Context: an optimization exercise on an open-source flow, tuned for a short achievable clock period and few clock cycles per item. The choices shown serve that exercise and are no tape-out recipe.
RTL that was checked went through simulation tests only; none was proved equivalent to the original.
No activity file was given, so power comes from the tool's default toggle rates.

==> module flit_fifo, before the edit <==
module flit_fifo #(
	parameter int DEPTH = 17
) (
	input wire logic to,
	input wire logic rst_n,
	input wire logic [switch_pkg::BYTE_W:0] wdata,
	input wire logic wlast,
	input wire logic adv,
	input wire logic rd,
	output logic [switch_pkg::BYTE_W:0] head,
	output logic head_last_nxt
);
	logic [DEPTH-1:0][switch_pkg::BYTE_W:0] mem;
	logic [DEPTH-1:0] last;
	logic [DEPTH-1:0] wr_ptr;
	logic [DEPTH-1:0] rd_ptr;
	logic [DEPTH:0] occ;
	logic [DEPTH-1:0] wr_q;
	logic [DEPTH-1:0] rd_q;
	logic [DEPTH:0] occ_q;
	assign wr_ptr = wr_q ^ DEPTH'(1);
	assign rd_ptr = rd_q ^ DEPTH'(1);
	assign occ = occ_q ^ (DEPTH+1)'(1);
	logic [switch_pkg::BYTE_W:0] mem_nxt;
	logic last_nxt;
	logic head_last;
	always_comb begin
		mem_nxt = '0;
		last_nxt = 1'b0;
		for (int i = 0; i < DEPTH; i++) begin
			mem_nxt = mem_nxt | (mem[i] & {(switch_pkg::BYTE_W+1){rd_ptr[(i+DEPTH-1)%DEPTH]}});
			last_nxt = last_nxt | (last[i] & rd_ptr[(i+DEPTH-1)%DEPTH]);
		end
	end
	assign head_last_nxt = rd ? (occ[1] ? wlast : last_nxt) : (occ[0] ? wlast : head_last);
	always_ff @(posedge to) begin
		for (int i = 0; i < DEPTH; i++) begin
			if (wr_ptr[i]) begin
				mem[i] <= wdata;
				last[i] <= wlast;
			end
		end
		head_last <= head_last_nxt;
		if (rd) begin
			head <= occ[1] ? wdata : mem_nxt;
		end else if (occ[0]) begin
			head <= wdata;
		end
	end
	always_ff @(posedge to or negedge rst_n) begin
		if (!rst_n) begin
			wr_q <= '0;
			rd_q <= '0;
			occ_q <= '0;
		end else begin
			if (adv) wr_q <= {wr_ptr[DEPTH-2:0], wr_ptr[DEPTH-1]} ^ DEPTH'(1);
			if (rd) rd_q <= {rd_ptr[DEPTH-2:0], rd_ptr[DEPTH-1]} ^ DEPTH'(1);
			if (adv && !rd) occ_q <= {occ[DEPTH-1:0], 1'b0} ^ (DEPTH+1)'(1);
			else if (!adv && rd) occ_q <= {1'b0, occ[DEPTH:1]} ^ (DEPTH+1)'(1);
		end
	end
endmodule
export LEC_CHECK = 0
export ABC_CLOCK_PERIOD_IN_PS = 2000
export CAP_MARGIN = 20
export CORE_MARGIN = 2
export CORE_UTILIZATION = 40
export SETUP_SLACK_MARGIN = 2.4
export SLEW_MARGIN = 20
export TNS_END_PERCENT = 100
create_clock -name core_clock -period 4.5 [get_ports {to}]
standard.sh (not shown) runs the stock make flow with config.mk's settings and CLKGATE_MAP_FILE= SYNTH_SCRIPT=/design/flow/synth_recipe.tcl, a recipe that flattens the netlist after the stock synthesis.
==> flow/flow/run.sh <==
#!/bin/bash
# standard layout with plain buffers on the ports (buffer_ports would pick delay cells,
# which the later repairs leave alone)
set -euo pipefail
here=$(pwd)
res=$here/orfs/results/$FLOW_PLATFORM/switch_top/base
export BUFFER_PORTS_ARGS="-buffer_cell sky130_fd_sc_hd__buf_4"
bash standard.sh place > std_place.log 2>&1
RES=$res openroad -no_init -exit flow/fix_ports.tcl > fix_ports.log 2>&1
bash standard.sh finish > std_finish.log 2>&1
==> flow/flow/fix_ports.tcl <==
# any port buffer still a delay cell gets a plain buffer of the same function
read_db $::env(RES)/3_place.odb
set db [ord::get_db]
set block [ord::get_db_block]
set buf [$db findMaster sky130_fd_sc_hd__buf_4]
set n 0
foreach inst [$block getInsts] {
  set m [[$inst getMaster] getName]
  if {[string match "sky130_fd_sc_hd__clkdlybuf4s*" $m] && ([string match "input*" [$inst getName]] || [string match "output*" [$inst getName]])} {
    $inst swapMaster $buf
    incr n
  }
}
puts "swapped $n port buffers"
detailed_placement
check_placement -verbose
write_db $::env(RES)/3_place.odb
Testbench counts at the start, summed over its fixed seeds: cycles 7,595, items 1,536.
Then changed:
--- a/flow/design.v
+++ b/flow/design.v
@@ -46,47 +46,29 @@
 	logic [DEPTH-1:0][switch_pkg::BYTE_W:0] mem;
 	logic [DEPTH-1:0] last;
-	logic [DEPTH-1:0] wr_ptr;
-	logic [DEPTH-1:0] rd_ptr;
 	logic [DEPTH:0] occ;
-	logic [DEPTH-1:0] wr_q;
-	logic [DEPTH-1:0] rd_q;
 	logic [DEPTH:0] occ_q;
-	assign wr_ptr = wr_q ^ DEPTH'(1);
-	assign rd_ptr = rd_q ^ DEPTH'(1);
 	assign occ = occ_q ^ (DEPTH+1)'(1);
-	logic [switch_pkg::BYTE_W:0] mem_nxt;
-	logic last_nxt;
-	logic head_last;
-	always_comb begin
-		mem_nxt = '0;
-		last_nxt = 1'b0;
-		for (int i = 0; i < DEPTH; i++) begin
-			mem_nxt = mem_nxt | (mem[i] & {(switch_pkg::BYTE_W+1){rd_ptr[(i+DEPTH-1)%DEPTH]}});
-			last_nxt = last_nxt | (last[i] & rd_ptr[(i+DEPTH-1)%DEPTH]);
-		end
-	end
-	assign head_last_nxt = rd ? (occ[1] ? wlast : last_nxt) : (occ[0] ? wlast : head_last);
+	assign head = mem[0];
+	assign head_last_nxt = rd ? (occ[1] ? wlast : last[1]) : (occ[0] ? wlast : last[0]);
 	always_ff @(posedge to) begin
 		for (int i = 0; i < DEPTH; i++) begin
-			if (wr_ptr[i]) begin
+			if (rd) begin
+				if (i == DEPTH-1 || occ[(i+1)%(DEPTH+1)]) begin
+					mem[i] <= wdata;
+					last[i] <= wlast;
+				end else begin
+					mem[i] <= mem[(i+1)%DEPTH];
+					last[i] <= last[(i+1)%DEPTH];
+				end
+			end else if (occ[i]) begin
 				mem[i] <= wdata;
 				last[i] <= wlast;
 			end
 		end
-		head_last <= head_last_nxt;
-		if (rd) begin
-			head <= occ[1] ? wdata : mem_nxt;
-		end else if (occ[0]) begin
-			head <= wdata;
-		end
 	end
 	always_ff @(posedge to or negedge rst_n) begin
 		if (!rst_n) begin
-			wr_q <= '0;
-			rd_q <= '0;
 			occ_q <= '0;
 		end else begin
-			if (adv) wr_q <= {wr_ptr[DEPTH-2:0], wr_ptr[DEPTH-1]} ^ DEPTH'(1);
-			if (rd) rd_q <= {rd_ptr[DEPTH-2:0], rd_ptr[DEPTH-1]} ^ DEPTH'(1);
 			if (adv && !rd) occ_q <= {occ[DEPTH-1:0], 1'b0} ^ (DEPTH+1)'(1);
 			else if (!adv && rd) occ_q <= {1'b0, occ[DEPTH:1]} ^ (DEPTH+1)'(1);
After rerunning: The changed run ran to the end with no violations; wire length shrinks by 24%; clock power shrinks by 5.0%; critical path depth does not change; non-clock buffer count shrinks by 21; worst hold slack improved by 0.030 ns; count of clock-buffer cells in the layout shrinks by 18; global-route usage shrinks by 3.9 points.
For the second run of this note, only the layout was checked, not whether the RTL still works.

separate check: timing with driven ports:
Ports are ideal in the flow. The routed layouts listed here were re-timed in OpenROAD. Step 1: set_driving_cell puts a clkbuf_16 on to and a buf_2 on each other input, an assumption about the parent block. Step 2, shift: input delay + t, output delay - t, t = (earliest + latest rising clock arrival at the registers) / 2. This alone moves slack from input paths to output paths. a / b / c = ideal / step 1 / step 2; a / b = the first two.
run | t, ns | setup slack, ns | worst slew at a driven data input, ns
the first run | 0.744 | 2.383 / 2.312 / 1.932 | 0.10
the second run | 0.704 | 2.333 / 2.268 / 1.977 | 0.05
After both steps setup and hold are still met in every run listed. For the first run, which loses most, drivers alone change the setup slack by -0.071 ns; drivers and shift together by -0.451 ns.
